This design comes from an exercise in tuning for small area, a short achievable clock period and few clock cycles per item on the open sky130 flow, not from production work. In this exercise RTL edits were held to simulation tests only and were not proved equivalent to the original.

===== run.sh =====
#!/bin/bash
# synth_recipe.tcl (not shown) runs the flow's synth.tcl, then flattens the netlist and writes it again
# the make line also repeats each setting of config.mk as NAME=value (left out here)
make -C /OpenROAD-flow-scripts/flow DESIGN_CONFIG=/design/flow/config.mk WORK_HOME=/design/flow/orfs CLKGATE_MAP_FILE= SYNTH_SCRIPT=/design/flow/synth_recipe.tcl finish

===== config.mk =====
export PLATFORM = sky130hd
export DESIGN_NAME = aes256_cbc_dec
export DESIGN_NICKNAME = aes256_cbc_dec
export VERILOG_FILES = /design/flow/design.v
export SDC_FILE = /design/flow/constraint.sdc
export NUM_CORES = 4
export LEC_CHECK = 0
export CAP_MARGIN = 20
export CORE_MARGIN = 2
export CORE_UTILIZATION = 40
export SLEW_MARGIN = 20

===== constraint.sdc =====
create_clock -name core_clock -period 10.0 [get_ports {clk}]
set_input_delay 2.0000 -clock core_clock [delete_from_list [all_inputs] [get_ports {clk}]]
set_output_delay 2.0000 -clock core_clock [all_outputs]
set_load 0.01 [all_outputs]

===== design.v =====
package aes_data_pkg;
    typedef logic [128-1:0] aes_block_t;
    typedef logic [8-1:0]  aes_byte_t;
    typedef logic [3:0]                 round_idx_t;
    function automatic logic [7:0] tw_in(input logic [7:0] b);
        tw_in[0] = ~(b[1]);
        tw_in[1] = b[1] ^ b[4] ^ b[5];
        tw_in[2] = ~(b[2] ^ b[4] ^ b[5]);
        tw_in[3] = b[0] ^ b[1] ^ b[2] ^ b[4];
        tw_in[4] = ~(b[3] ^ b[4] ^ b[5]);
        tw_in[5] = b[1] ^ b[2] ^ b[3] ^ b[4] ^ b[5] ^ b[7];
        tw_in[6] = ~(b[0] ^ b[1] ^ b[2] ^ b[4] ^ b[5] ^ b[7]);
        tw_in[7] = b[1] ^ b[2] ^ b[6] ^ b[7];
    endfunction
    function automatic logic [7:0] tw_out(input logic [7:0] b);
        tw_out[0] = b[0] ^ b[1] ^ b[2] ^ b[3] ^ b[6];
        tw_out[1] = b[4] ^ b[6] ^ b[7];
        tw_out[2] = b[1] ^ b[3] ^ b[6];
        tw_out[3] = b[1] ^ b[3];
        tw_out[4] = b[1] ^ b[5] ^ b[7];
        tw_out[5] = b[2] ^ b[3] ^ b[6];
        tw_out[6] = b[1] ^ b[2] ^ b[3] ^ b[4];
        tw_out[7] = b[2] ^ b[3] ^ b[6] ^ b[7];
    endfunction
    function automatic logic [7:0] tw_key(input logic [7:0] b);
        tw_key[0] = b[0] ^ b[1] ^ b[5] ^ b[6] ^ b[7];
        tw_key[1] = b[1] ^ b[6] ^ b[7];
        tw_key[2] = b[1] ^ b[2] ^ b[5] ^ b[6] ^ b[7];
        tw_key[3] = b[1] ^ b[3] ^ b[6] ^ b[7];
        tw_key[4] = b[1] ^ b[2] ^ b[3] ^ b[5] ^ b[7];
        tw_key[5] = b[1] ^ b[4] ^ b[5] ^ b[6];
        tw_key[6] = b[2] ^ b[3];
        tw_key[7] = b[5] ^ b[7];
    endfunction
    function automatic logic [3:0] gf16_mul(input logic [3:0] a, input logic [3:0] b);
        logic [6:0] p;
        p[0] = a[0] & b[0];
        p[1] = (a[1] & b[0]) ^ (a[0] & b[1]);
        p[2] = (a[2] & b[0]) ^ (a[1] & b[1]) ^ (a[0] & b[2]);
        p[3] = (a[3] & b[0]) ^ (a[2] & b[1]) ^ (a[1] & b[2]) ^ (a[0] & b[3]);
        p[4] = (a[3] & b[1]) ^ (a[2] & b[2]) ^ (a[1] & b[3]);
        p[5] = (a[3] & b[2]) ^ (a[2] & b[3]);
        p[6] = a[3] & b[3];
        gf16_mul = {p[3] ^ p[6], p[2] ^ p[5] ^ p[6], p[1] ^ p[4] ^ p[5], p[0] ^ p[4]};
    endfunction
    function automatic logic [3:0] gf16_inv(input logic [3:0] a);
        case (a)
            4'd0: gf16_inv = 4'd0;
            4'd1: gf16_inv = 4'd1;
            4'd2: gf16_inv = 4'd9;
            4'd3: gf16_inv = 4'd14;
            4'd4: gf16_inv = 4'd13;
            4'd5: gf16_inv = 4'd11;
            4'd6: gf16_inv = 4'd7;
            4'd7: gf16_inv = 4'd6;
            4'd8: gf16_inv = 4'd15;
            4'd9: gf16_inv = 4'd2;
            4'd10: gf16_inv = 4'd12;
            4'd11: gf16_inv = 4'd5;
            4'd12: gf16_inv = 4'd10;
            4'd13: gf16_inv = 4'd4;
            4'd14: gf16_inv = 4'd3;
            4'd15: gf16_inv = 4'd8;
            default: gf16_inv = 4'd0;
        endcase
    endfunction
    function automatic logic [7:0] tw_inv(input logic [7:0] t);
        logic [3:0] a1;
        logic [3:0] a0;
        logic [3:0] d;
        logic [3:0] di;
        a1 = t[7:4];
        a0 = t[3:0];
        d = gf16_mul(a1, a0);
        d[0] = d[0] ^ a1[2] ^ a0[0] ^ a0[2];
        d[1] = d[1] ^ a1[1] ^ a1[2] ^ a1[3] ^ a0[2];
        d[2] = d[2] ^ a1[1] ^ a0[1] ^ a0[3];
        d[3] = d[3] ^ a1[0] ^ a1[2] ^ a1[3] ^ a0[3];
        di = gf16_inv(d);
        tw_inv = {gf16_mul(a1, di), gf16_mul(a1 ^ a0, di)};
    endfunction
    function automatic logic [7:0] xtime(input logic [7:0] b);
        xtime = {b[6:0], 1'b0} ^ (b[7] ? 8'h1b : 8'h00);
    endfunction
    function automatic logic [31:0] inv_mix_col(input logic [31:0] col);
        logic [7:0] a0;
        logic [7:0] a1;
        logic [7:0] a2;
        logic [7:0] a3;
        logic [7:0] u;
        logic [7:0] v;
        logic [7:0] s;
        a0 = col[31:24];
        a1 = col[23:16];
        a2 = col[15:8];
        a3 = col[7:0];
        u = xtime(xtime(a0 ^ a2));
        v = xtime(xtime(a1 ^ a3));
        a0 = a0 ^ u;
        a1 = a1 ^ v;
        a2 = a2 ^ u;
        a3 = a3 ^ v;
        s = a0 ^ a1 ^ a2 ^ a3;
        inv_mix_col = {a0 ^ s ^ xtime(a0 ^ a1), a1 ^ s ^ xtime(a1 ^ a2),
                       a2 ^ s ^ xtime(a2 ^ a3), a3 ^ s ^ xtime(a3 ^ a0)};
    endfunction
endpackage
package aes_ctrl_pkg;
    typedef enum logic [1:0] {
        LOAD_KEYS,
        LOAD_IV,
        CIPHER
    } load_state_t;
    localparam logic [3:0] U0_FIRST = 4'd13;
    localparam logic [3:0] U0_LAST  = 4'd7;
    localparam logic [3:0] U1_FIRST = 4'd6;
endpackage
module aes_load_port (
    input  logic                     clk,
    input  logic                     resetn,
    input  logic                     in_req_i,
    input  aes_data_pkg::aes_block_t in_data_i,
    output logic                     in_ack_o,
    output logic                     word_valid_o,
    output aes_data_pkg::aes_block_t word_o,
    input  logic                     word_take_i
);
    logic req_q;
    always_ff @(posedge clk or negedge resetn) begin
        if (!resetn) begin
            req_q    <= 1'b0;
            in_ack_o <= 1'b0;
        end else begin
            req_q    <= in_req_i;
            in_ack_o <= word_take_i | (in_ack_o & in_req_i);
        end
    end
    always_ff @(posedge clk) begin
        word_o <= in_data_i;
    end
    assign word_valid_o = req_q && !in_ack_o;
endmodule
module aes_inv_round_a (
    input  aes_data_pkg::aes_block_t state_i,
    input  aes_data_pkg::aes_block_t round_key_i,
    output aes_data_pkg::aes_block_t state_o
);
    for (genvar i = 0; i < 16; i++) begin : g_byte
        assign state_o[127 - 8 * i -: 8] = aes_data_pkg::tw_inv(state_i[127 - 8 * i -: 8])
                                         ^ round_key_i[127 - 8 * i -: 8];
    end
endmodule
module aes_inv_round_b (
    input  aes_data_pkg::aes_block_t state_i,
    output aes_data_pkg::aes_block_t add_o,
    output aes_data_pkg::aes_block_t state_o
);
    aes_data_pkg::aes_block_t mix;
    for (genvar i = 0; i < 16; i++) begin : g_byte
        assign add_o[127 - 8 * i -: 8] = aes_data_pkg::tw_out(state_i[127 - 8 * i -: 8]);
    end
    for (genvar c = 0; c < 4; c++) begin : g_col
        assign mix[127 - 32 * c -: 32] = aes_data_pkg::inv_mix_col(add_o[127 - 32 * c -: 32]);
        for (genvar r = 0; r < 4; r++) begin : g_row
            assign state_o[127 - 8 * (r + 4 * c) -: 8] =
                aes_data_pkg::tw_in(mix[127 - 8 * (r + 4 * ((c + 4 - r) % 4)) -: 8]);
        end
    end
endmodule
module aes_inv_entry (
    input  aes_data_pkg::aes_block_t cipher_i,
    input  aes_data_pkg::aes_block_t key_i,
    output aes_data_pkg::aes_block_t state_o
);
    aes_data_pkg::aes_block_t s;
    assign s = cipher_i ^ key_i;
    for (genvar c = 0; c < 4; c++) begin : g_col
        for (genvar r = 0; r < 4; r++) begin : g_row
            assign state_o[127 - 8 * (r + 4 * c) -: 8] =
                aes_data_pkg::tw_in(s[127 - 8 * (r + 4 * ((c + 4 - r) % 4)) -: 8]);
        end
    end
endmodule
module aes_dec_core (
    input  logic                     clk,
    input  logic                     resetn,
    input  logic                     word_valid_i,
    input  aes_data_pkg::aes_block_t word_i,
    output logic                     word_take_o,
    output logic                     plain_valid_o,
    output aes_data_pkg::aes_block_t plain_o,
    input  logic                     out_full_i
);
    aes_ctrl_pkg::load_state_t load_state;
    logic [3:0] key_cnt;
    aes_data_pkg::aes_block_t round_keys [14];
    aes_data_pkg::aes_block_t key14;
    aes_data_pkg::aes_block_t key_tw;
    aes_data_pkg::aes_block_t prev_cipher;
    aes_data_pkg::aes_block_t t0_q, z0_q, t1_q, z1_q;
    aes_data_pkg::aes_block_t c_t0_q, c_z0_q, c_t1_q, c_z1_q;
    logic       v_t0_q, v_z0_q, v_t1_q, v_z1_q;
    logic [3:0] r_t0_q, r_z0_q, r_t1_q, r_z1_q;
    aes_data_pkg::aes_block_t key_u0, key_u1;
    aes_data_pkg::aes_block_t a_out0, a_out1;
    aes_data_pkg::aes_block_t add0, add1;
    aes_data_pkg::aes_block_t b_out0, b_out1;
    aes_data_pkg::aes_block_t entry_state;
    logic stall;
    logic loop0, leave0, loop1, done1;
    logic enter;
    for (genvar i = 0; i < 16; i++) begin : g_key_tw
        assign key_tw[127 - 8 * i -: 8] = aes_data_pkg::tw_key(word_i[127 - 8 * i -: 8]);
    end
    assign done1  = v_z1_q && (r_z1_q == 4'd0);
    assign stall  = done1 && out_full_i;
    assign loop0  = v_z0_q && (r_z0_q != aes_ctrl_pkg::U0_LAST);
    assign leave0 = v_z0_q && (r_z0_q == aes_ctrl_pkg::U0_LAST);
    assign loop1  = v_z1_q && (r_z1_q != 4'd0);
    assign enter       = (load_state == aes_ctrl_pkg::CIPHER) && word_valid_i && !loop0 && !stall;
    assign word_take_o = ((load_state != aes_ctrl_pkg::CIPHER) && word_valid_i) || enter;
    assign plain_valid_o = done1 && !out_full_i;
    assign plain_o       = add1 ^ c_z1_q;
    always_comb begin
        case (r_t0_q)
            4'd13:   key_u0 = round_keys[13];
            4'd12:   key_u0 = round_keys[12];
            4'd11:   key_u0 = round_keys[11];
            4'd10:   key_u0 = round_keys[10];
            4'd9:    key_u0 = round_keys[9];
            4'd8:    key_u0 = round_keys[8];
            default: key_u0 = round_keys[7];
        endcase
        case (r_t1_q)
            4'd6:    key_u1 = round_keys[6];
            4'd5:    key_u1 = round_keys[5];
            4'd4:    key_u1 = round_keys[4];
            4'd3:    key_u1 = round_keys[3];
            4'd2:    key_u1 = round_keys[2];
            4'd1:    key_u1 = round_keys[1];
            default: key_u1 = round_keys[0];
        endcase
    end
    aes_inv_round_a u0_a (.state_i(t0_q), .round_key_i(key_u0), .state_o(a_out0));
    aes_inv_round_b u0_b (.state_i(z0_q), .add_o(add0), .state_o(b_out0));
    aes_inv_round_a u1_a (.state_i(t1_q), .round_key_i(key_u1), .state_o(a_out1));
    aes_inv_round_b u1_b (.state_i(z1_q), .add_o(add1), .state_o(b_out1));
    aes_inv_entry   u_in (.cipher_i(word_i), .key_i(key14), .state_o(entry_state));
    always_ff @(posedge clk or negedge resetn) begin
        if (!resetn) begin
            load_state <= aes_ctrl_pkg::LOAD_KEYS;
            key_cnt    <= 4'd0;
            v_t0_q     <= 1'b0;
            v_z0_q     <= 1'b0;
            v_t1_q     <= 1'b0;
            v_z1_q     <= 1'b0;
            r_t0_q     <= 4'd0;
            r_z0_q     <= 4'd0;
            r_t1_q     <= 4'd0;
            r_z1_q     <= 4'd0;
        end else begin
            if (word_valid_i) begin
                case (load_state)
                    aes_ctrl_pkg::LOAD_KEYS: begin
                        if (key_cnt == 4'd14) begin
                            load_state <= aes_ctrl_pkg::LOAD_IV;
                        end else begin
                            key_cnt <= key_cnt + 4'd1;
                        end
                    end
                    aes_ctrl_pkg::LOAD_IV: begin
                        load_state <= aes_ctrl_pkg::CIPHER;
                    end
                    default: ;
                endcase
            end
            if (!stall) begin
                v_z0_q <= v_t0_q;
                r_z0_q <= r_t0_q;
                v_z1_q <= v_t1_q;
                r_z1_q <= r_t1_q;
                v_t0_q <= loop0 || enter;
                r_t0_q <= loop0 ? r_z0_q - 4'd1 : aes_ctrl_pkg::U0_FIRST;
                v_t1_q <= leave0 || loop1;
                r_t1_q <= leave0 ? aes_ctrl_pkg::U1_FIRST : r_z1_q - 4'd1;
            end
        end
    end
    for (genvar k = 0; k < 14; k++) begin : g_key
        always_ff @(posedge clk) begin
            if (word_valid_i && load_state == aes_ctrl_pkg::LOAD_KEYS && key_cnt == k) begin
                round_keys[k] <= key_tw;
            end
        end
    end
    always_ff @(posedge clk) begin
        if (word_valid_i && load_state == aes_ctrl_pkg::LOAD_KEYS && key_cnt == 4'd14) begin
            key14 <= word_i;
        end
        if ((word_valid_i && load_state == aes_ctrl_pkg::LOAD_IV) || enter) begin
            prev_cipher <= word_i;
        end
        if (!stall) begin
            z0_q   <= a_out0;
            c_z0_q <= c_t0_q;
            z1_q   <= a_out1;
            c_z1_q <= c_t1_q;
            t0_q   <= loop0 ? b_out0 : entry_state;
            c_t0_q <= loop0 ? c_z0_q : prev_cipher;
            t1_q   <= leave0 ? b_out0 : b_out1;
            c_t1_q <= leave0 ? c_z0_q : c_z1_q;
        end
    end
endmodule
module aes_plain_port (
    input  logic                     clk,
    input  logic                     resetn,
    input  logic                     plain_valid_i,
    input  aes_data_pkg::aes_block_t plain_i,
    output logic                     full_o,
    output logic                     out_req_o,
    output aes_data_pkg::aes_block_t out_data_o,
    input  logic                     out_ack_i
);
    always_ff @(posedge clk or negedge resetn) begin
        if (!resetn) begin
            out_req_o <= 1'b0;
            full_o    <= 1'b0;
        end else begin
            if (out_req_o) begin
                if (out_ack_i) begin
                    out_req_o <= 1'b0;
                    full_o    <= 1'b0;
                end
            end else begin
                if (plain_valid_i) begin
                    full_o <= 1'b1;
                end
                if ((full_o || plain_valid_i) && !out_ack_i) begin
                    out_req_o <= 1'b1;
                end
            end
        end
    end
    always_ff @(posedge clk) begin
        if (plain_valid_i) begin
            out_data_o <= plain_i;
        end
    end
endmodule
module aes256_cbc_dec (
    input  logic                     clk,
    input  logic                     resetn,
    input  logic                     in_req_i,
    input  aes_data_pkg::aes_block_t in_data_i,
    output logic                     in_ack_o,
    output logic                     out_req_o,
    output aes_data_pkg::aes_block_t out_data_o,
    input  logic                     out_ack_i
);
    logic       word_valid;
    aes_data_pkg::aes_block_t word_data;
    logic       word_take;
    logic       plain_valid;
    aes_data_pkg::aes_block_t plain_data;
    logic       out_full;
    aes_load_port aes_load_port_inst (
        .clk          (clk),
        .resetn       (resetn),
        .in_req_i     (in_req_i),
        .in_data_i    (in_data_i),
        .in_ack_o     (in_ack_o),
        .word_valid_o (word_valid),
        .word_o       (word_data),
        .word_take_i  (word_take)
    );
    aes_dec_core aes_dec_core_inst (
        .clk           (clk),
        .resetn        (resetn),
        .word_valid_i  (word_valid),
        .word_i        (word_data),
        .word_take_o   (word_take),
        .plain_valid_o (plain_valid),
        .plain_o       (plain_data),
        .out_full_i    (out_full)
    );
    aes_plain_port aes_plain_port_inst (
        .clk           (clk),
        .resetn        (resetn),
        .plain_valid_i (plain_valid),
        .plain_i       (plain_data),
        .full_o        (out_full),
        .out_req_o     (out_req_o),
        .out_data_o    (out_data_o),
        .out_ack_i     (out_ack_i)
    );
endmodule

==> reports/qor.yml, run 1 <==
status: "finished clean"
finalMaxSlewViolations: 0
synth_nets: 14500
vias: 109000
largest-register: "aes_dec_core_inst.round_keys"
antenna_left: 0
first_global_vias: 107000
syn_area_mm2: 0.185
numCtsBuffers: 365
worst-slew-pin-transition_ns: 1.11
drt-wirelength-per-cell_um: 26.0
initial_core_util: 0.402
fin_nets: 14700
gp_congestion: 0.923
ys_ff_latch: 3358
synth_edf_count: 3200
tns_ns: 0
fin_crit_sh: 0.497
fmax_mhz: 201
rr_worst_depth: 12
yosysTopAreaCell: "edfxtp_1"
rows: 249
dp_slack_ns: 5.00
grt_pass1_wl_um: 769000
postCtsSetupBuffers: 0
rr_startpoint: "aes_dec_core_inst.t1_q[110]"
synth_area_leaders: "edfxtp_1 (52%), xnor2_1 (12%), xnor3_1 (6.8%)"
maxCapViolCount: 0
synth_top_area_frac: 0.519
drc: 0
setup_ws_ns: 5.03
grt_use_total: 0.223
cp_top_family: "XOR/XNOR gates"
critPathKind: "reg2reg"
vias_per_cell: 5.30
coreArea_mm2: 0.460
yosys_warnings: 7
async_flop_share: 0.00893
htree_levels: 5
cp.buffers_inverters: 1
crit_path_start: "aes_dec_core_inst.t1_q[110]"
multi_input_area_mm2: 0.0831
crit_chain: "ha_1, xor2_1, xnor3_1, xnor2_1, inv_1, ha_1, mux2_2, mux2i_1, nand2_1, xor2_1, xnor3_1, xnor2_1"
rsz0062_at_grt: "no"
cp.arrival_ns: 5.65
min_delay_path_depth: 0
ys_seq_area_frac: 0.537
n_fill_cell: 41400
utilization: 0.451
antenna_found_initial: 27
synth_flop_cell: "edfxtp_1"
setup_viol_count_final: 0
slowest_stage: "edfxtp_1"
die_h_um: 684
syn_inst: 14000
largest_register_ffs: 1792
die_x_um: 684
cts_tree: "yes"
syn_avg_cell_area_um2: 13.2
synth_most_common_cell: "edfxtp_1"
die_area_mm2: 0.468
grt.overflow.total: 0
grt_max_degree: 148
r2r_end: "aes_dec_core_inst.z1_q[105]"
io_buffers: 261
synth_cell_types: 66
drive_gt1_frac: 0.0827
relSlewSlack: 0.260
root_buffer: "clkbuf_16"
critPathMaxFanout: 12
clk_latency_ns: 1.01
synth_commonest_cells: "edfxtp_1 (3200), xnor2_1 (2517), nand2_1 (2051)"
timing.hold.ws_ns: 0.376
drt_iter0_markers: 10900
clkTransAtPathRegs_ns: 0.07
dr.pass1.iters: 7
cts-hold-fix-buffers: 0
cts_max_path_buffers: 4
fin_skew_ns: 0.0983
min_path_type: "reg2reg"
r2r_slack_ns: 5.03
min_period_ns: 4.97
seq_area_mm2: 0.0994
cts_resized: 0
end_kind: "flip-flop"
hold_end: "aes_dec_core_inst.c_z0_q[124]"
crit_required_ns: 10.69
drt_wl_total_um: 537000
pin_count: 262
finalHoldViolations: 0
min-delay-start: "aes_dec_core_inst.c_t0_q[124]"
cts_sinks: 3358
cp-start-kind: "flip-flop"
max_stage_delay_ns: 0.86
syn_to_final_growth_pct: 12.2
dp_hpwl_um: 364000
[how the worst max path moves through the flow]
stage	to	slack (ns)	cells after the start
3_3_place_gp	aes_dec_core_inst.z1_q[41]	4.68	12
6_report	aes_dec_core_inst.z1_q[105]	5.03	12
2_1_floorplan	aes_dec_core_inst.r_t1_q[2]	0.72	8
4_1_cts	aes_dec_core_inst.z1_q[49]	4.97	12
5_1_grt	aes_dec_core_inst.z1_q[49]	4.75	12
3_5_place_dp	aes_dec_core_inst.z1_q[47]	5.00	11
[cells by family (layout without fill, tap and decap cells)]
logic type	after synthesis	in the layout	synth area share
other cells	0	16	0
compound gates	1380	1380	0.0518
fa+ha+maj	392	392	0.0265
mux	648	648	0.0377
flops	3358	3358	0.537
simple gates	3023	3023	0.0680
buf+inv	838	1363	0.0175
xor+xnor	4340	4340	0.261
[worst register-to-register path: stages (launching register included)]
cell and delay [ns]:
edfxtp_1 0.86, ha_1 0.31, xor2_1 0.19, xnor3_1 0.38, xnor2_1 0.61, inv_1 0.23
ha_1 0.40, mux2_2 0.28, mux2i_1 0.40, nand2_1 0.12, xor2_1 0.26, xnor3_1 0.46
xnor2_1 0.17
[cells in the final DEF, fill, tap and decap left out, types with 202 or more instances in the layout]
| cell | netlist | final |
|---|---|---|
| nand2_1 | 2051 | 2049 |
| o21ai_0 | 278 | 278 |
| ha_1 | 392 | 392 |
| nand3_1 | 242 | 241 |
| clkbuf_16 | 0 | 367 |
| xnor3_1 | 555 | 555 |
| xor2_1 | 1042 | 1026 |
| edfxtp_1 | 3200 | 3200 |
| clkdlybuf4s50_1 | 0 | 261 |
| xnor2_1 | 2517 | 2488 |
| a22oi_1 | 466 | 466 |
| nor2_1 | 356 | 340 |
| a21oi_1 | 246 | 245 |
| inv_1 | 223 | 222 |
| mux2i_1 | 424 | 423 |
| mux2_2 | 202 | 202 |
[routing by layer]
metal	part of all wire	track usage	up-vias
met2	0.47	0.363	3681
met5	0.000037	0	-
met3	0.064	0.0309	695
li1	-	-	50000
met4	0.034	0.0694	2
met1	0.43	0.309	55100
[final cells by class]
class	instances	area share
flip-flops and latches	3358	0.479
clock inverters	222	0.0123
clock buffers	443	0.0461
repair buffers	475	0.0217
well taps	6149	0.0370
inverters	223	0.00407
multi-input cells	9783	0.400
diodes	16	0.000193
[per-stage QoR]
stage | cell area (um2) | instances
2_1_floorplan | 185000 | 14000
3_3_place_gp | 195000 | 20000
6_report | 208000 | 20700
4_1_cts | 207000 | 20700
5_1_grt | 208000 | 20700
3_5_place_dp | 195000 | 20000
Testbench counts, summed over its fixed seeds: cycles 3,056, items 320.
==> run 2: changes to the inputs <==
--- a/design.v
+++ b/design.v
@@ -79,6 +79,24 @@
         di = gf16_inv(d);
         tw_inv = {gf16_mul(a1, di), gf16_mul(a1 ^ a0, di)};
     endfunction
+    function automatic logic [11:0] tw_inv_p1(input logic [7:0] t);
+        logic [3:0] a1;
+        logic [3:0] a0;
+        logic [3:0] d;
+        a1 = t[7:4];
+        a0 = t[3:0];
+        d = gf16_mul(a1, a0);
+        d[0] = d[0] ^ a1[2] ^ a0[0] ^ a0[2];
+        d[1] = d[1] ^ a1[1] ^ a1[2] ^ a1[3] ^ a0[2];
+        d[2] = d[2] ^ a1[1] ^ a0[1] ^ a0[3];
+        d[3] = d[3] ^ a1[0] ^ a1[2] ^ a1[3] ^ a0[3];
+        tw_inv_p1 = {a1, a1 ^ a0, d};
+    endfunction
+    function automatic logic [7:0] tw_inv_p2(input logic [11:0] p);
+        logic [3:0] di;
+        di = gf16_inv(p[3:0]);
+        tw_inv_p2 = {gf16_mul(p[11:8], di), gf16_mul(p[7:4], di)};
+    endfunction
     function automatic logic [7:0] xtime(input logic [7:0] b);
         xtime = {b[6:0], 1'b0} ^ (b[7] ? 8'h1b : 8'h00);
     endfunction
@@ -125,45 +143,45 @@
     output aes_data_pkg::aes_block_t word_o,
     input  logic                     word_take_i
 );
-    logic req_q;
     always_ff @(posedge clk or negedge resetn) begin
         if (!resetn) begin
-            req_q    <= 1'b0;
             in_ack_o <= 1'b0;
         end else begin
-            req_q    <= in_req_i;
             in_ack_o <= word_take_i | (in_ack_o & in_req_i);
         end
     end
-    always_ff @(posedge clk) begin
-        word_o <= in_data_i;
-    end
-    assign word_valid_o = req_q && !in_ack_o;
+    assign word_valid_o = in_req_i && !in_ack_o;
+    assign word_o       = in_data_i;
 endmodule
-module aes_inv_round_a (
+module aes_inv_round_s1 (
     input  aes_data_pkg::aes_block_t state_i,
+    output logic [191:0]             state_o
+);
+    for (genvar i = 0; i < 16; i++) begin : g_byte
+        assign state_o[191 - 12 * i -: 12] = aes_data_pkg::tw_inv_p1(aes_data_pkg::tw_in(state_i[127 - 8 * i -: 8]));
+    end
+endmodule
+module aes_inv_round_s2 (
+    input  logic [191:0]             state_i,
     input  aes_data_pkg::aes_block_t round_key_i,
     output aes_data_pkg::aes_block_t state_o
 );
     for (genvar i = 0; i < 16; i++) begin : g_byte
-        assign state_o[127 - 8 * i -: 8] = aes_data_pkg::tw_inv(state_i[127 - 8 * i -: 8])
-                                         ^ round_key_i[127 - 8 * i -: 8];
+        assign state_o[127 - 8 * i -: 8] =
+            aes_data_pkg::tw_out(aes_data_pkg::tw_inv_p2(state_i[191 - 12 * i -: 12]))
+            ^ round_key_i[127 - 8 * i -: 8];
     end
 endmodule
-module aes_inv_round_b (
+module aes_inv_round_s3 (
     input  aes_data_pkg::aes_block_t state_i,
-    output aes_data_pkg::aes_block_t add_o,
     output aes_data_pkg::aes_block_t state_o
 );
     aes_data_pkg::aes_block_t mix;
-    for (genvar i = 0; i < 16; i++) begin : g_byte
-        assign add_o[127 - 8 * i -: 8] = aes_data_pkg::tw_out(state_i[127 - 8 * i -: 8]);
-    end
     for (genvar c = 0; c < 4; c++) begin : g_col
-        assign mix[127 - 32 * c -: 32] = aes_data_pkg::inv_mix_col(add_o[127 - 32 * c -: 32]);
+        assign mix[127 - 32 * c -: 32] = aes_data_pkg::inv_mix_col(state_i[127 - 32 * c -: 32]);
         for (genvar r = 0; r < 4; r++) begin : g_row
             assign state_o[127 - 8 * (r + 4 * c) -: 8] =
-                aes_data_pkg::tw_in(mix[127 - 8 * (r + 4 * ((c + 4 - r) % 4)) -: 8]);
+                mix[127 - 8 * (r + 4 * ((c + 4 - r) % 4)) -: 8];
         end
     end
 endmodule
@@ -177,7 +195,7 @@
     for (genvar c = 0; c < 4; c++) begin : g_col
         for (genvar r = 0; r < 4; r++) begin : g_row
             assign state_o[127 - 8 * (r + 4 * c) -: 8] =
-                aes_data_pkg::tw_in(s[127 - 8 * (r + 4 * ((c + 4 - r) % 4)) -: 8]);
+                s[127 - 8 * (r + 4 * ((c + 4 - r) % 4)) -: 8];
         end
     end
 endmodule
@@ -193,25 +211,21 @@
 );
     aes_ctrl_pkg::load_state_t load_state;
     logic [3:0] key_cnt;
-    aes_data_pkg::aes_block_t round_keys [14];
-    aes_data_pkg::aes_block_t key14;
-    aes_data_pkg::aes_block_t key_tw;
+    aes_data_pkg::aes_block_t round_keys [15];
     aes_data_pkg::aes_block_t prev_cipher;
-    aes_data_pkg::aes_block_t t0_q, z0_q, t1_q, z1_q;
-    aes_data_pkg::aes_block_t c_t0_q, c_z0_q, c_t1_q, c_z1_q;
-    logic       v_t0_q, v_z0_q, v_t1_q, v_z1_q;
-    logic [3:0] r_t0_q, r_z0_q, r_t1_q, r_z1_q;
+    aes_data_pkg::aes_block_t x0_q, z0_q, x1_q, z1_q;
+    logic [191:0]             y0_q, y1_q;
+    aes_data_pkg::aes_block_t c_x0_q, c_y0_q, c_z0_q, c_x1_q, c_y1_q, c_z1_q;
+    logic       v_x0_q, v_y0_q, v_z0_q, v_x1_q, v_y1_q, v_z1_q;
+    logic [3:0] r_x0_q, r_y0_q, r_z0_q, r_x1_q, r_y1_q, r_z1_q;
     aes_data_pkg::aes_block_t key_u0, key_u1;
-    aes_data_pkg::aes_block_t a_out0, a_out1;
-    aes_data_pkg::aes_block_t add0, add1;
-    aes_data_pkg::aes_block_t b_out0, b_out1;
+    logic [191:0]             s1_out0, s1_out1;
+    aes_data_pkg::aes_block_t s2_out0, s2_out1;
+    aes_data_pkg::aes_block_t s3_out0, s3_out1;
     aes_data_pkg::aes_block_t entry_state;
     logic stall;
     logic loop0, leave0, loop1, done1;
     logic enter;
-    for (genvar i = 0; i < 16; i++) begin : g_key_tw
-        assign key_tw[127 - 8 * i -: 8] = aes_data_pkg::tw_key(word_i[127 - 8 * i -: 8]);
-    end
     assign done1  = v_z1_q && (r_z1_q == 4'd0);
     assign stall  = done1 && out_full_i;
     assign loop0  = v_z0_q && (r_z0_q != aes_ctrl_pkg::U0_LAST);
@@ -220,9 +234,9 @@
     assign enter       = (load_state == aes_ctrl_pkg::CIPHER) && word_valid_i && !loop0 && !stall;
     assign word_take_o = ((load_state != aes_ctrl_pkg::CIPHER) && word_valid_i) || enter;
     assign plain_valid_o = done1 && !out_full_i;
-    assign plain_o       = add1 ^ c_z1_q;
+    assign plain_o       = z1_q ^ c_z1_q;
     always_comb begin
-        case (r_t0_q)
+        case (r_y0_q)
             4'd13:   key_u0 = round_keys[13];
             4'd12:   key_u0 = round_keys[12];
             4'd11:   key_u0 = round_keys[11];
@@ -231,7 +245,7 @@
             4'd8:    key_u0 = round_keys[8];
             default: key_u0 = round_keys[7];
         endcase
-        case (r_t1_q)
+        case (r_y1_q)
             4'd6:    key_u1 = round_keys[6];
             4'd5:    key_u1 = round_keys[5];
             4'd4:    key_u1 = round_keys[4];
@@ -241,22 +255,28 @@
             default: key_u1 = round_keys[0];
         endcase
     end
-    aes_inv_round_a u0_a (.state_i(t0_q), .round_key_i(key_u0), .state_o(a_out0));
-    aes_inv_round_b u0_b (.state_i(z0_q), .add_o(add0), .state_o(b_out0));
-    aes_inv_round_a u1_a (.state_i(t1_q), .round_key_i(key_u1), .state_o(a_out1));
-    aes_inv_round_b u1_b (.state_i(z1_q), .add_o(add1), .state_o(b_out1));
-    aes_inv_entry   u_in (.cipher_i(word_i), .key_i(key14), .state_o(entry_state));
+    aes_inv_round_s1 u0_s1 (.state_i(x0_q), .state_o(s1_out0));
+    aes_inv_round_s2 u0_s2 (.state_i(y0_q), .round_key_i(key_u0), .state_o(s2_out0));
+    aes_inv_round_s3 u0_s3 (.state_i(z0_q), .state_o(s3_out0));
+    aes_inv_round_s1 u1_s1 (.state_i(x1_q), .state_o(s1_out1));
+    aes_inv_round_s2 u1_s2 (.state_i(y1_q), .round_key_i(key_u1), .state_o(s2_out1));
+    aes_inv_round_s3 u1_s3 (.state_i(z1_q), .state_o(s3_out1));
+    aes_inv_entry    u_in  (.cipher_i(word_i), .key_i(round_keys[14]), .state_o(entry_state));
     always_ff @(posedge clk or negedge resetn) begin
         if (!resetn) begin
             load_state <= aes_ctrl_pkg::LOAD_KEYS;
             key_cnt    <= 4'd0;
-            v_t0_q     <= 1'b0;
+            v_x0_q     <= 1'b0;
+            v_y0_q     <= 1'b0;
             v_z0_q     <= 1'b0;
-            v_t1_q     <= 1'b0;
+            v_x1_q     <= 1'b0;
+            v_y1_q     <= 1'b0;
             v_z1_q     <= 1'b0;
-            r_t0_q     <= 4'd0;
+            r_x0_q     <= 4'd0;
+            r_y0_q     <= 4'd0;
             r_z0_q     <= 4'd0;
-            r_t1_q     <= 4'd0;
+            r_x1_q     <= 4'd0;
+            r_y1_q     <= 4'd0;
             r_z1_q     <= 4'd0;
         end else begin
             if (word_valid_i) begin
@@ -275,40 +295,45 @@
                 endcase
             end
             if (!stall) begin
-                v_z0_q <= v_t0_q;
-                r_z0_q <= r_t0_q;
-                v_z1_q <= v_t1_q;
-                r_z1_q <= r_t1_q;
-                v_t0_q <= loop0 || enter;
-                r_t0_q <= loop0 ? r_z0_q - 4'd1 : aes_ctrl_pkg::U0_FIRST;
-                v_t1_q <= leave0 || loop1;
-                r_t1_q <= leave0 ? aes_ctrl_pkg::U1_FIRST : r_z1_q - 4'd1;
+                v_y0_q <= v_x0_q;
+                r_y0_q <= r_x0_q;
+                v_z0_q <= v_y0_q;
+                r_z0_q <= r_y0_q;
+                v_y1_q <= v_x1_q;
+                r_y1_q <= r_x1_q;
+                v_z1_q <= v_y1_q;
+                r_z1_q <= r_y1_q;
+                v_x0_q <= loop0 || enter;
+                r_x0_q <= loop0 ? r_z0_q - 4'd1 : aes_ctrl_pkg::U0_FIRST;
+                v_x1_q <= leave0 || loop1;
+                r_x1_q <= leave0 ? aes_ctrl_pkg::U1_FIRST : r_z1_q - 4'd1;
             end
         end
     end
-    for (genvar k = 0; k < 14; k++) begin : g_key
+    for (genvar k = 0; k < 15; k++) begin : g_key
         always_ff @(posedge clk) begin
             if (word_valid_i && load_state == aes_ctrl_pkg::LOAD_KEYS && key_cnt == k) begin
-                round_keys[k] <= key_tw;
+                round_keys[k] <= word_i;
             end
         end
     end
     always_ff @(posedge clk) begin
-        if (word_valid_i && load_state == aes_ctrl_pkg::LOAD_KEYS && key_cnt == 4'd14) begin
-            key14 <= word_i;
-        end
         if ((word_valid_i && load_state == aes_ctrl_pkg::LOAD_IV) || enter) begin
             prev_cipher <= word_i;
         end
         if (!stall) begin
-            z0_q   <= a_out0;
-            c_z0_q <= c_t0_q;
-            z1_q   <= a_out1;
-            c_z1_q <= c_t1_q;
-            t0_q   <= loop0 ? b_out0 : entry_state;
-            c_t0_q <= loop0 ? c_z0_q : prev_cipher;
-            t1_q   <= leave0 ? b_out0 : b_out1;
-            c_t1_q <= leave0 ? c_z0_q : c_z1_q;
+            y0_q   <= s1_out0;
+            c_y0_q <= c_x0_q;
+            z0_q   <= s2_out0;
+            c_z0_q <= c_y0_q;
+            y1_q   <= s1_out1;
+            c_y1_q <= c_x1_q;
+            z1_q   <= s2_out1;
+            c_z1_q <= c_y1_q;
+            x0_q   <= loop0 ? s3_out0 : entry_state;
+            c_x0_q <= loop0 ? c_z0_q : prev_cipher;
+            x1_q   <= leave0 ? s3_out0 : s3_out1;
+            c_x1_q <= leave0 ? c_z0_q : c_z1_q;
         end
     end
 endmodule
==> run 2 against run 1 <==
Net effect:
- synthesized area grew 7.9%
- sequential cell count grew 649
- fmax grew 3.6%
- global-route usage shrank 0.38 points
- design area grew 7.5%
- critical path type is now in2reg
- largest cell class unchanged
==> reports/qor.yml, run 2 <==
busiest_layer: "met2"
use_met1: 0.322  # +0.0128
cts_max_path_buffers: 4  # unchanged
die_x_um: 711  # +3.8%
setup_viol_count_final: 0  # unchanged
pin_count: 262  # unchanged
multi_input_area_mm2: 0.0769  # -7.4%
grtUsageMet2: 0.333  # -0.0296
vias: 121000  # +11%
worst-slew-pin-transition_ns: 1.29  # +0.181 ns
cts_tree: "yes"
drt_wl_total_um: 569000  # +5.9%
utilization: 0.449  # -0.00202
final_cells: 22800  # +10%
grt_use_total: 0.219  # -0.00385
cp_top_family: "buffers and inverters"
drive_gt1_frac: 0.0711  # -0.0116
drt-wirelength-per-cell_um: 25.0  # -3.9%
layout_common_cells: "edfxtp_1 (3840), xnor2_1 (2869), nand2_1 (2318)"
cp.arrival_ns: 5.39  # -0.26 ns
cp-start-kind: "primary input"
syn_inst: 15600  # +12%
fmax_mhz: 209  # +3.6%
numCtsBuffers: 403  # +10%
slowest_stage: "buf_4"
status: "finished clean"
htree_levels: 5  # unchanged
crit_required_ns: 10.60  # -0.09 ns
relSlewSlack: 0.136  # -0.124
placed_area_mm2: 0.210  # +7.6%
synth_cell_types: 97  # +47%
min_period_ns: 4.79  # -0.172 ns
clkTransAtPathRegs_ns: 0.06  # about the same
cp.depth: 7  # -5
grt.met3_usage: 0.0387  # +0.00782
min_delay_path_depth: 0  # unchanged
vias_per_cell: 5.33  # +0.59%
dr.pass1.iters: 8  # +1
top_regs: "aes_dec_core_inst.round_keys x1920, aes_dec_core_inst.y0_q x192, aes_dec_core_inst.y1_q x192"
synth_edf_count: 3840  # +20%
drt_iter0_markers: 14500  # +33%
fin_nets: 16200  # +10%
synth_commonest_cells: "edfxtp_1 (3840), xnor2_1 (2873), nand2_1 (2320)"
async_flop_share: 0.00973  # +0.000799
critPathKind: "in2reg"
root_buffer: "clkbuf_16"
synth_most_common_cell: "edfxtp_1"
yosys_warnings: 8  # +1
clk_latency_ns: 1.07  # +0.06 ns
crit_chain: "clkdlybuf4s50_1, nand2_1, nor3_1, buf_4, nand2_1, nor2_4, buf_4"
cts_sinks: 4007  # +19%
n_fill_cell: 44600  # +7.9%
dp_hpwl_um: 386000  # +5.9%
syn_avg_cell_area_um2: 12.8  # -3.5%
synth_top_area_frac: 0.577  # +0.0584
coreArea_mm2: 0.497  # +8.0%
critPathMaxFanout: 53  # +41
cts_resized: 0  # unchanged
ys_ff_latch: 4007  # +19%
first_global_vias: 114000  # +6.3%
largest_register_ffs: 1920  # +7.1%
min_path_type: "reg2reg"
cts-hold-fix-buffers: 0  # unchanged
die_area_mm2: 0.505  # +7.8%
rows: 259  # +4.0%
grt.overflow.total: 0  # unchanged
cp.buffers_inverters: 3  # +2
gp_congestion: 0.877  # -5.0%
synth_area_leaders: "edfxtp_1 (58%), xnor2_1 (13%), xor2_1 (5.4%)"
end_kind: "flip-flop"
largest-register: "aes_dec_core_inst.round_keys"
drc: 0  # unchanged
fin_area_mm2: 0.223  # +7.5%
io_buffers: 261  # unchanged
rr_worst_depth: 11  # -1
rsz0062_at_grt: "no"
max_stage_delay_ns: 0.84  # -0.02 ns
synth_flop_cell: "edfxtp_1"
yosysTopAreaCell: "edfxtp_1"
place_inst: 22000  # +10%
maxCapViolCount: 0  # unchanged
antenna_left: 0  # unchanged
final_common_cell: "edfxtp_1"
postCtsSetupBuffers: 0  # unchanged
finalMaxSlewViolations: 0  # unchanged
die_h_um: 711  # +3.8%
syn_area_mm2: 0.200  # +7.9%
fin_crit_sh: 0.479  # -0.0172
fin_skew_ns: 0.0965  # -0.00180 ns
initial_core_util: 0.401  # -0.000572
syn_to_final_growth_pct: 11.9
grt_pass1_wl_um: 813000  # +5.8%
ys_seq_area_frac: 0.595  # +0.0582
antenna_found_initial: 79  # +190%
synth_nets: 16100  # +11%
seq_area_mm2: 0.119  # +20%
finalHoldViolations: 0  # unchanged
grt_max_degree: 154  # +4.1%
## run 2: cell count changes after synthesis, sizes merged, moves of 69 or more
cell	change
nand3	+122
xor2	+177
xnor3	-501
o21ai	+205
xor3	-74
buf	+81
mux2i	-69
a21oi	+135
nor2b	-75
xnor2	+302
nand2	+269
clkbuf	+98
mux2	-77
edfxtp	+640
## run 2: path summary, 6_finish.rpt
| kind | endpoint | slack, ns | startpoint |
|---|---|---|---|
| max | aes_dec_core_inst.round_keys[9][13] | 5.21 | in_req_i |
| min | aes_dec_core_inst.c_z1_q[16] | 0.39 | aes_dec_core_inst.c_y1_q[16] |
| max reg2reg | flip-flop | 5.29 | aes_dec_core_inst.r_z1_q[0] |
| min reg2reg | aes_dec_core_inst.c_z1_q[16] | 0.39 | aes_dec_core_inst.c_y1_q[16] |
| max in group asynchronous | aes_dec_core_inst.r_x1_q[2] | 8.20 | resetn |
| min in group asynchronous | aes_load_port_inst.in_ack_o | 1.15 | resetn |
## run 2: cells by family after synthesis
family                   after synthesis  share of synthesized area
XOR/XNOR                            4244                      0.195
flip-flops                          4007                      0.595
AND/OR/NAND/NOR                     3490                     0.0731
AO/OA/AOI/OAI                       1965                     0.0662
buffers and inverters               1072                     0.0210
multiplexers                         507                     0.0283
adder cells (fa/ha/maj)              348                     0.0216
## run 2: cell type report
| cell class | instances | area share |
|---|---|---|
| flip-flops and latches | 4007 | 0.532 |
| clock inverters | 252 | 0.0124 |
| diodes | 20 | 0.000224 |
| well taps | 6655 | 0.0373 |
| repair buffers | 526 | 0.0218 |
| inverters | 278 | 0.00471 |
| clock buffers | 483 | 0.0472 |
| multi-input cells | 10600 | 0.344 |
## run 2: through the flow
step | hold WS, ns | TNS (ns) | setup slack [ns]
2_1_floorplan | 0.400 | -1076.32 | -2.10
3_3_place_gp | 0.400 | 0 | 4.25
3_5_place_dp | 0.405 | 0 | 4.28
4_1_cts | 0.388 | 0 | 5.32
5_1_grt | 0.394 | 0 | 5.01
6_report | 0.391 | 0 | 5.21
## run 2: routing by layer
metal  vias to the layer above  routed length [um]
li1                      55800                   -
met1                     60200              251000
met2                      4618              253000
met3                       713               47800
met4                        16               16200
met5                         -                 114
Testbench counts of run 2, summed over its fixed seeds: cycles 3,048, items 320.
==> run 3: changes to the inputs <==
--- a/design.v
+++ b/design.v
@@ -44,25 +44,10 @@
         gf16_mul = {p[3] ^ p[6], p[2] ^ p[5] ^ p[6], p[1] ^ p[4] ^ p[5], p[0] ^ p[4]};
     endfunction
     function automatic logic [3:0] gf16_inv(input logic [3:0] a);
-        case (a)
-            4'd0: gf16_inv = 4'd0;
-            4'd1: gf16_inv = 4'd1;
-            4'd2: gf16_inv = 4'd9;
-            4'd3: gf16_inv = 4'd14;
-            4'd4: gf16_inv = 4'd13;
-            4'd5: gf16_inv = 4'd11;
-            4'd6: gf16_inv = 4'd7;
-            4'd7: gf16_inv = 4'd6;
-            4'd8: gf16_inv = 4'd15;
-            4'd9: gf16_inv = 4'd2;
-            4'd10: gf16_inv = 4'd12;
-            4'd11: gf16_inv = 4'd5;
-            4'd12: gf16_inv = 4'd10;
-            4'd13: gf16_inv = 4'd4;
-            4'd14: gf16_inv = 4'd3;
-            4'd15: gf16_inv = 4'd8;
-            default: gf16_inv = 4'd0;
-        endcase
+        gf16_inv[0] = (a[0]) ^ (a[1]) ^ (a[2]) ^ (a[0] & a[2]) ^ (a[1] & a[2]) ^ (a[0] & a[1] & a[2]) ^ (a[3]) ^ (a[1] & a[2] & a[3]);
+        gf16_inv[1] = (a[0] & a[1]) ^ (a[0] & a[2]) ^ (a[1] & a[2]) ^ (a[3]) ^ (a[1] & a[3]) ^ (a[0] & a[1] & a[3]);
+        gf16_inv[2] = (a[0] & a[1]) ^ (a[2]) ^ (a[0] & a[2]) ^ (a[3]) ^ (a[0] & a[3]) ^ (a[0] & a[2] & a[3]);
+        gf16_inv[3] = (a[1]) ^ (a[2]) ^ (a[3]) ^ (a[0] & a[3]) ^ (a[1] & a[3]) ^ (a[2] & a[3]) ^ (a[1] & a[2] & a[3]);
     endfunction
     function automatic logic [7:0] tw_inv(input logic [7:0] t);
         logic [3:0] a1;
@@ -207,7 +192,8 @@
     output logic                     word_take_o,
     output logic                     plain_valid_o,
     output aes_data_pkg::aes_block_t plain_o,
-    input  logic                     out_full_i
+    input  logic                     out_full_i,
+    input  logic                     out_full_next_i
 );
     aes_ctrl_pkg::load_state_t load_state;
     logic [3:0] key_cnt;
@@ -225,12 +211,9 @@
     aes_data_pkg::aes_block_t entry_state;
     logic stall;
     logic loop0, leave0, loop1, done1;
+    logic done1_next;
     logic enter;
-    assign done1  = v_z1_q && (r_z1_q == 4'd0);
-    assign stall  = done1 && out_full_i;
-    assign loop0  = v_z0_q && (r_z0_q != aes_ctrl_pkg::U0_LAST);
-    assign leave0 = v_z0_q && (r_z0_q == aes_ctrl_pkg::U0_LAST);
-    assign loop1  = v_z1_q && (r_z1_q != 4'd0);
+    assign done1_next = stall ? done1 : (v_y1_q && (r_y1_q == 4'd0));
     assign enter       = (load_state == aes_ctrl_pkg::CIPHER) && word_valid_i && !loop0 && !stall;
     assign word_take_o = ((load_state != aes_ctrl_pkg::CIPHER) && word_valid_i) || enter;
     assign plain_valid_o = done1 && !out_full_i;
@@ -278,7 +261,13 @@
             r_x1_q     <= 4'd0;
             r_y1_q     <= 4'd0;
             r_z1_q     <= 4'd0;
+            stall      <= 1'b0;
+            loop0      <= 1'b0;
+            leave0     <= 1'b0;
+            loop1      <= 1'b0;
+            done1      <= 1'b0;
         end else begin
+            stall <= done1_next && out_full_next_i;
             if (word_valid_i) begin
                 case (load_state)
                     aes_ctrl_pkg::LOAD_KEYS: begin
@@ -295,6 +284,10 @@
                 endcase
             end
             if (!stall) begin
+                loop0  <= v_y0_q && (r_y0_q != aes_ctrl_pkg::U0_LAST);
+                leave0 <= v_y0_q && (r_y0_q == aes_ctrl_pkg::U0_LAST);
+                loop1  <= v_y1_q && (r_y1_q != 4'd0);
+                done1  <= v_y1_q && (r_y1_q == 4'd0);
                 v_y0_q <= v_x0_q;
                 r_y0_q <= r_x0_q;
                 v_z0_q <= v_y0_q;
@@ -343,10 +336,12 @@
     input  logic                     plain_valid_i,
     input  aes_data_pkg::aes_block_t plain_i,
     output logic                     full_o,
+    output logic                     full_next_o,
     output logic                     out_req_o,
     output aes_data_pkg::aes_block_t out_data_o,
     input  logic                     out_ack_i
 );
+    assign full_next_o = (out_req_o && out_ack_i) ? 1'b0 : (full_o || plain_valid_i);
     always_ff @(posedge clk or negedge resetn) begin
         if (!resetn) begin
             out_req_o <= 1'b0;
@@ -389,6 +384,7 @@
     logic       plain_valid;
     aes_data_pkg::aes_block_t plain_data;
     logic       out_full;
+    logic       out_full_next;
     aes_load_port aes_load_port_inst (
         .clk          (clk),
         .resetn       (resetn),
@@ -407,7 +403,8 @@
         .word_take_o   (word_take),
         .plain_valid_o (plain_valid),
         .plain_o       (plain_data),
-        .out_full_i    (out_full)
+        .out_full_i    (out_full),
+        .out_full_next_i (out_full_next)
     );
     aes_plain_port aes_plain_port_inst (
         .clk           (clk),
@@ -415,6 +412,7 @@
         .plain_valid_i (plain_valid),
         .plain_i       (plain_data),
         .full_o        (out_full),
+        .full_next_o   (out_full_next),
         .out_req_o     (out_req_o),
         .out_data_o    (out_data_o),
         .out_ack_i     (out_ack_i)
==> flow/run.sh (new file) <==
#!/bin/bash
# The standard layout, unchanged except that timing repair (after CTS and
# after global routing) aims for a setup margin of 6.2 ns at the design's
# 10 ns clock, i.e. it keeps optimising paths longer than 3.8 ns. The clock,
# constraints, synthesis, floorplan, power grid and port buffering are the
# standard flow's. The make output goes to standard_flow.log here; ORFS keeps
# each step's own log under orfs/logs/.
set -euo pipefail
cd "$(dirname "$0")/.."
bash standard.sh SETUP_SLACK_MARGIN=6.2 finish > standard_flow.log 2>&1
==> standard.sh (new file) <==
#!/bin/bash
# synth_recipe.tcl (not shown) runs the flow's synth.tcl, then flattens the netlist and writes it again
# the make line also repeats each setting of config.mk as NAME=value (left out here)
make -C /OpenROAD-flow-scripts/flow DESIGN_CONFIG=/design/flow/config.mk WORK_HOME=/design/flow/orfs CLKGATE_MAP_FILE= SYNTH_SCRIPT=/design/flow/synth_recipe.tcl "${@:-finish}"
removed: run.sh
==> run 3 against run 2 <==
Net effect:
- critical endpoint is now aes_dec_core_inst.round_keys[5][108]
- register-to-register slack improved by 1.0 ns
- sequential cell count fell by 125
- still clean
- setup slack improved by 1.0 ns
- critical path type unchanged
- die area fell by 3.7%
- critical path depth rose by 1
- clock-buffer cell count rose by 5
- sequential share of layout area rose by 0.16 points
==> reports/qor.yml, run 3 <==
fin_area_mm2: 0.218  # -2.4%
yosys_warnings: 8  # unchanged
grt.overflow.total: 0  # unchanged
critPathKind: "in2reg"
root_buffer: "clkbuf_16"
place_inst: 20600  # -6.6%
cts_max_path_buffers: 4  # unchanged
rows: 254  # -1.9%
critPathMaxFanout: 39  # -26%
numCtsBuffers: 403  # unchanged
cp_top_family: "buffers and inverters"
rsz0062_at_grt: "yes"
synth_edf_count: 3840  # unchanged
syn_inst: 14200  # -9.3%
drt-wirelength-per-cell_um: 25.7  # +3.1%
r2r_slack_ns: 6.29  # +1.00 ns
met2WireLength_um: 250000  # -1.4%
grt_pass1_wl_um: 784000  # -3.6%
drc: 0  # unchanged
antenna_left: 0  # unchanged
layout_common_cells: "edfxtp_1 (3840), xnor2_1 (2780), nand2_1 (1462)"
syn_to_final_growth_pct: 13.5
maxCapViolCount: 0  # unchanged
m1WireLength_um: 242000  # -3.7%
crit_required_ns: 10.62  # +0.02 ns
fmax_mhz: 264  # +27%
min-delay-start: "aes_dec_core_inst.c_y0_q[107]"
dp_slack_ns: 4.04  # -0.248 ns
die_area_mm2: 0.486  # -3.7%
tns_ns: 0  # unchanged
drt_wl_total_um: 551000  # -3.1%
finalHoldViolations: 0  # unchanged
min_period_ns: 3.79  # -1.00 ns
grt_use_total: 0.219  # about the same
synth_cell_types: 98  # +1.0%
initial_core_util: 0.402  # about the same
ys_ff_latch: 3882  # -3.1%
ys_seq_area_frac: 0.605  # +0.0103
clkTransAtPathRegs_ns: 0.06  # about the same
met3_length_um: 45000  # -5.8%
clk_latency_ns: 1.01  # -0.06 ns
cts_tree: "yes"
end_kind: "flip-flop"
coreArea_mm2: 0.479  # -3.8%
max_stage_delay_ns: 0.49  # -0.35 ns
cp.depth: 8  # +1
largest-register: "aes_dec_core_inst.round_keys"
worst-slew-pin-transition_ns: 1.34  # +0.0508 ns
placed_area_mm2: 0.203  # -3.3%
vias: 115000  # -5.5%
cp-start-kind: "primary input"
grt_max_degree: 185  # +20%
first_global_vias: 109000  # -4.2%
n_fill_cell: 42500  # -4.7%
setup_viol_count_final: 0  # unchanged
die_h_um: 697  # -1.9%
async_flop_share: 0.0108  # +0.00109
dr.pass1.iters: 6  # -2
antenna_found_initial: 71  # -10%
synth_top_area_frac: 0.600  # +0.0226
drive_gt1_frac: 0.105  # +0.0340
fin_crit_sh: 0.379  # -0.100
min_path_type: "reg2reg"
htree_levels: 5  # unchanged
fin_nets: 15000  # -7.6%
synth_most_common_cell: "edfxtp_1"
top_layer: "met5"
largest_register_ffs: 1920  # unchanged
io_buffers: 261  # unchanged
slowest_stage: "clkdlybuf4s50_1"
cts_sinks: 3882  # -3.1%
synth_commonest_cells: "edfxtp_1 (3840), xnor2_1 (2855), nand2_1 (1466)"
dp_hpwl_um: 377000  # -2.3%
relSlewSlack: 0.105  # -0.0310
synth_area_leaders: "edfxtp_1 (60%), xnor2_1 (13%), xor2_1 (5.1%)"
yosysTopAreaCell: "edfxtp_1"
crit_path_start: "in_req_i"
final_cells: 21400  # -6.1%
vias_per_cell: 5.36  # +0.63%
synth_nets: 14500  # -9.7%
rr_worst_depth: 11  # unchanged
gp_congestion: 0.874  # -0.42%
crit_end: "aes_dec_core_inst.round_keys[5][108]"
cp.buffers_inverters: 4  # +1
synth_flop_cell: "edfxtp_1"
die_x_um: 697  # -1.9%
top_regs: "aes_dec_core_inst.round_keys x1920, aes_dec_core_inst.y0_q x192, aes_dec_core_inst.y1_q x192"
finalMaxSlewViolations: 0  # unchanged
setup_ws_ns: 6.21  # +1.00 ns
r2r_end: "aes_dec_core_inst.z0_q[39]"
syn_area_mm2: 0.192  # -3.8%
cts-hold-fix-buffers: 0  # unchanged
fin_skew_ns: 0.0561  # -0.0404 ns
cp.arrival_ns: 4.41  # -0.98 ns
drt_iter0_markers: 13400  # -7.7%
pin_count: 262  # unchanged
crit_chain: "clkdlybuf4s50_1, nand2b_1, nor3_4, buf_12, nand2_2, nor2_4, buf_6, buf_8"
syn_avg_cell_area_um2: 13.6  # +6.1%
status: "finished clean"
rr_startpoint: "aes_dec_core_inst.y0_q[48]"
final_common_cell: "edfxtp_1"
-- run 3: stage by stage --
| step | utilization | hold WS, ns |
|---|---|---|
| final | 0.456 | 0.386 |
| after global routing | 0.456 | 0.390 |
| after CTS | 0.453 | 0.398 |
| after detailed placement | 0.424 | 0.405 |
| after global placement | 0.424 | 0.400 |
| after floorplan | - | 0.400 |
-- run 3: routing by layer --
metal  global-route usage  up-vias
li1                     -    52000
met1                0.317    58000
met2                0.344     4083
met3               0.0382      629
met4               0.0502       38
met5                    0        -
-- run 3: worst min-delay path by stage --
stage,end,depth (start not counted)
final,aes_dec_core_inst.c_z0_q[107],0
after global routing,aes_dec_core_inst.c_y1_q[107],0
after CTS,aes_dec_core_inst.c_y1_q[107],0
after detailed placement,aes_dec_core_inst.c_y0_q[101],0
after global placement,aes_dec_core_inst.c_z0_q[62],0
after floorplan,aes_dec_core_inst.c_y0_q[0],0
-- run 3: cell type report --
| class | instances | area (um2) | share of cell area |
|---|---|---|---|
| sequential | 3882 | 116000 | 0.534 |
| multi-input combinational | 9464 | 73800 | 0.338 |
| clock buffer | 488 | 10600 | 0.0484 |
| tap | 6400 | 8010 | 0.0367 |
| timing repair buffer | 587 | 5520 | 0.0253 |
| clock inverter | 257 | 2600 | 0.0119 |
| inverter | 301 | 1130 | 0.00520 |
| antenna | 18 | 45.0 | 0.000207 |
-- run 3: kinds of logic (layout without fill, tap and decap cells) --
group / count (synthesis) / count (layout) / share of synthesized area
xor gates and xnor gates: 4186 / 4186 / 0.204
DFF: 3882 / 3882 / 0.605
and+or+nand+nor: 2573 / 2576 / 0.0589
AOI/OAI and AO/OA: 1925 / 1927 / 0.0680
buffers and inverters: 836 / 1633 / 0.0172
muxes: 538 / 538 / 0.0303
adders and majority gates: 237 / 237 / 0.0166
other: 0 / 18 / 0
-- run 3: timing repair --
item,in CTS,in global routing
gates cloned,4,4
endpoints found under the setup margin,1764,878
buffers inserted,12,50
gates resized for setup,267,136
pin swaps,10,29
Testbench counts of run 3, summed over its fixed seeds: cycles 3,048, items 320.
==> run 4: changes to the inputs <==
==> flow/run.sh (replaced) <==
#!/bin/bash
# The standard layout, unchanged except that timing repair (after CTS and
# after global routing) aims for a setup margin of 6.6 ns at the design's
# 10 ns clock, i.e. it keeps optimising paths longer than 3.4 ns. The clock,
# constraints, synthesis, floorplan, power grid and port buffering are the
# standard flow's. The make output goes to standard_flow.log here; ORFS keeps
# each step's own log under orfs/logs/.
set -euo pipefail
cd "$(dirname "$0")/.."
bash standard.sh SETUP_SLACK_MARGIN=6.6 finish > standard_flow.log 2>&1
--- a/config.mk
+++ b/config.mk
@@ -8,4 +8,6 @@
 export CAP_MARGIN = 20
 export CORE_MARGIN = 2
 export CORE_UTILIZATION = 40
+export CTS_CLUSTER_DIAMETER = 80
+export CTS_CLUSTER_SIZE = 28
 export SLEW_MARGIN = 20
==> run 4 against run 3 <==
Net effect:
- utilization is 0.18 points higher
- critical path depth shrank 7
- highest routed layer unchanged
==> reports/qor.yml, run 4 <==
drc: 0  # unchanged
dp_hpwl_um: 377000  # unchanged
synthSimpleGateAreaFrac: 0.0589  # unchanged
htree_levels: 4  # -1
placed_area_mm2: 0.203  # unchanged
synth_top_area_frac: 0.600  # unchanged
end_kind: "output pin"
rsz0062_at_grt: "yes"
grt_pass1_wl_um: 791000  # +0.95%
ys_seq_area_frac: 0.605  # unchanged
maxCapViolCount: 0  # unchanged
max_stage_delay_ns: 0.47  # -0.02 ns
min_period_ns: 3.62  # -0.169 ns
synth_cell_types: 98  # unchanged
cp_top_family: "flip-flops"
clk_latency_ns: 1.01  # about the same
numCtsBuffers: 194  # -52%
status: "finished clean"
rows: 254  # unchanged
die_x_um: 697  # unchanged
ys_ff_latch: 3882  # unchanged
n_fill_cell: 42400  # -0.37%
fin_crit_sh: 0.362  # -0.0169
synth_xor_xnor_area_share: 0.204  # unchanged
drt_iter0_markers: 14600  # +8.8%
async_flop_share: 0.0108  # unchanged
synth_edf_count: 3840  # unchanged
finalMaxSlewViolations: 0  # unchanged
cp.buffers_inverters: 1  # -3
synth_top_family_by_area: "XOR/XNOR gates"
critPathKind: "reg2out"
vias: 116000  # +1.1%
coreArea_mm2: 0.479  # unchanged
cts_sinks: 3882  # unchanged
drive_gt1_frac: 0.152  # +0.0466
synth_most_common_cell: "edfxtp_1"
gp_congestion: 0.874  # unchanged
dr.pass1.iters: 6  # unchanged
yosys_warnings: 8  # unchanged
final_common_cell: "edfxtp_1"
setup_viol_count_final: 0  # unchanged
antenna_found_initial: 80  # +13%
crit_required_ns: 8.00  # -2.62 ns
synth_flop_cell: "edfxtp_1"
fin_area_mm2: 0.219  # +0.38%
crit_chain: "buf_6"
io_buffers: 261  # unchanged
root_buffer: "clkbuf_16"
pin_count: 262  # unchanged
syn_to_final_growth_pct: 13.9
synth_commonest_cells: "edfxtp_1 (3840), xnor2_1 (2855), nand2_1 (1466)"
top_regs: "aes_dec_core_inst.round_keys x1920, aes_dec_core_inst.y0_q x192, aes_dec_core_inst.y1_q x192"
initial_core_util: 0.402  # unchanged
grt_use_total: 0.222  # +0.00298
relSlewSlack: 0.174  # +0.0693
tns_ns: 0  # unchanged
fin_skew_ns: 0.0707  # +0.0146 ns
yosys-mux-area-fraction: 0.0303  # unchanged
syn_area_mm2: 0.192  # unchanged
cts_tree: "yes"
antenna_left: 0  # unchanged
min_path_type: "reg2reg"
drt-wirelength-per-cell_um: 26.4  # +2.6%
critPathMaxFanout: 1  # -97%
finalHoldViolations: 0  # unchanged
first_global_vias: 108000  # -0.64%
syn_avg_cell_area_um2: 13.6  # unchanged
grt_max_degree: 185  # unchanged
worst-slew-pin-transition_ns: 1.24  # -0.104 ns
cts_max_path_buffers: 4  # unchanged
largest_register_ffs: 1920  # unchanged
fmax_mhz: 276  # +4.7%
vias_per_cell: 5.42  # +1.2%
synth_compound_area_frac: 0.0680  # unchanged
layout_common_cells: "edfxtp_1 (3840), xnor2_1 (2583), nand2_1 (1451)"
slowest_stage: "edfxtp_1"
synth_area_leaders: "edfxtp_1 (60%), xnor2_1 (13%), xor2_1 (5.1%)"
die_area_mm2: 0.486  # unchanged
largest-register: "aes_dec_core_inst.round_keys"
grt.overflow.total: 0  # unchanged
synthAdderAreaFrac: 0.0166  # unchanged
syn_inst: 14200  # unchanged
yosysTopAreaCell: "edfxtp_1"
cp.arrival_ns: 1.62  # -2.79 ns
cp-start-kind: "flip-flop"
die_h_um: 697  # unchanged
synth_nets: 14500  # unchanged
fin_nets: 15200  # +1.4%
clkTransAtPathRegs_ns: 0.10  # +0.04 ns
drt_wl_total_um: 565000  # +2.6%
## run 4: layout make-up
type | instances | area (um2) | area share
Sequential cell | 3882 | 116000 | 0.532
Tap cell | 6400 | 8010 | 0.0366
Timing Repair Buffer | 1005 | 9450 | 0.0432
Multi-Input combinational cell | 9464 | 77400 | 0.354
Clock buffer | 228 | 5070 | 0.0231
Antenna cell | 23 | 57.6 | 0.000263
Clock inverter | 88 | 1380 | 0.00631
Inverter | 301 | 1130 | 0.00518
## run 4: final timing paths
kind	startpoint	to	slack [ns]	cells past startpoint
setup / recovery	aes_plain_port_inst.out_data_o[121]	out_data_o[121]	6.38	1
hold / removal	aes_dec_core_inst.c_y0_q[49]	aes_dec_core_inst.c_z0_q[49]	0.39	0
setup reg to reg	aes_dec_core_inst.y0_q[25]	aes_dec_core_inst.z0_q[21]	6.53	11
hold reg to reg	aes_dec_core_inst.c_y0_q[49]	aes_dec_core_inst.c_z0_q[49]	0.39	0
max in group asynchronous	resetn	aes_dec_core_inst.loop0	8.21	2
min in group asynchronous	resetn	aes_plain_port_inst.full_o	1.12	2
## run 4: metrics by stage
step | worst slack [ns] | utilization | std cells | hold slack (ns)
after floorplan | -16.01 | - | 14200 | 0.400
after global placement | 4.05 | 0.424 | 20600 | 0.400
after detailed placement | 4.04 | 0.424 | 20600 | 0.405
after CTS | 6.30 | 0.447 | 21100 | 0.390
after global routing | 6.30 | 0.457 | 21400 | 0.403
final | 6.38 | 0.457 | 21400 | 0.392
## run 4: layer usage
layer | track usage | share of wire | vias to the layer above
met5 | 0 | 0.00042 | -
met4 | 0.0462 | 0.024 | 38
met3 | 0.0339 | 0.085 | 554
met2 | 0.352 | 0.46 | 4264
met1 | 0.324 | 0.43 | 59100
li1 | - | - | 52100
## run 4: cell families after synthesis
kind of cell,count (synthesis)
XOR/XNOR,4186
flip-flops,3882
AND/OR/NAND/NOR,2573
AO/OA/AOI/OAI,1925
buffers and inverters,836
multiplexers,538
adder cells (fa/ha/maj),237
## run 4: what timing repair did
action                                  in CTS  in global routing
hold buffers                                 0                  0
gates cloned                                22                 14
endpoints found under the setup margin    2425               1758
setup buffers                              228                225
gates resized for setup                   1039                435
pin swaps                                  120                215

==> separate check: timing with driven ports <==
The results above use ideal ports. As a check the final layouts listed here were re-extracted and re-timed, cells and wires unchanged. Step 1, drivers: a clkbuf_16 drives clk and a buf_2 each remaining input, both assumed. Step 2 times the ports against the registers' clock, not the clock port: input delays grow and output delays shrink by t, the midpoint of the rising clock arrivals with the driver on. Three values: no drivers, after step 1, after step 2; two values: the first two.
run	t, ns	setup slack, ns	worst hold slack (ns)	cell pins on the clock port's net
run 1	1.088	5.034 / 5.034 / 5.034	0.376 / 0.376 / 0.376	1
run 2	1.138	5.206 / 5.287 / 4.163	0.391 / 0.391 / 0.391	1
run 3	1.103	6.211 / 6.112 / 5.009	0.386 / 0.386 / 0.386	1
run 4	1.082	6.380 / 6.263 / 5.389	0.392 / 0.392 / 0.392	1
After both steps every run listed still meets setup and hold. For run 3, which loses most, drivers alone change the setup slack by -0.099 ns; drivers and shift together by -1.202 ns.
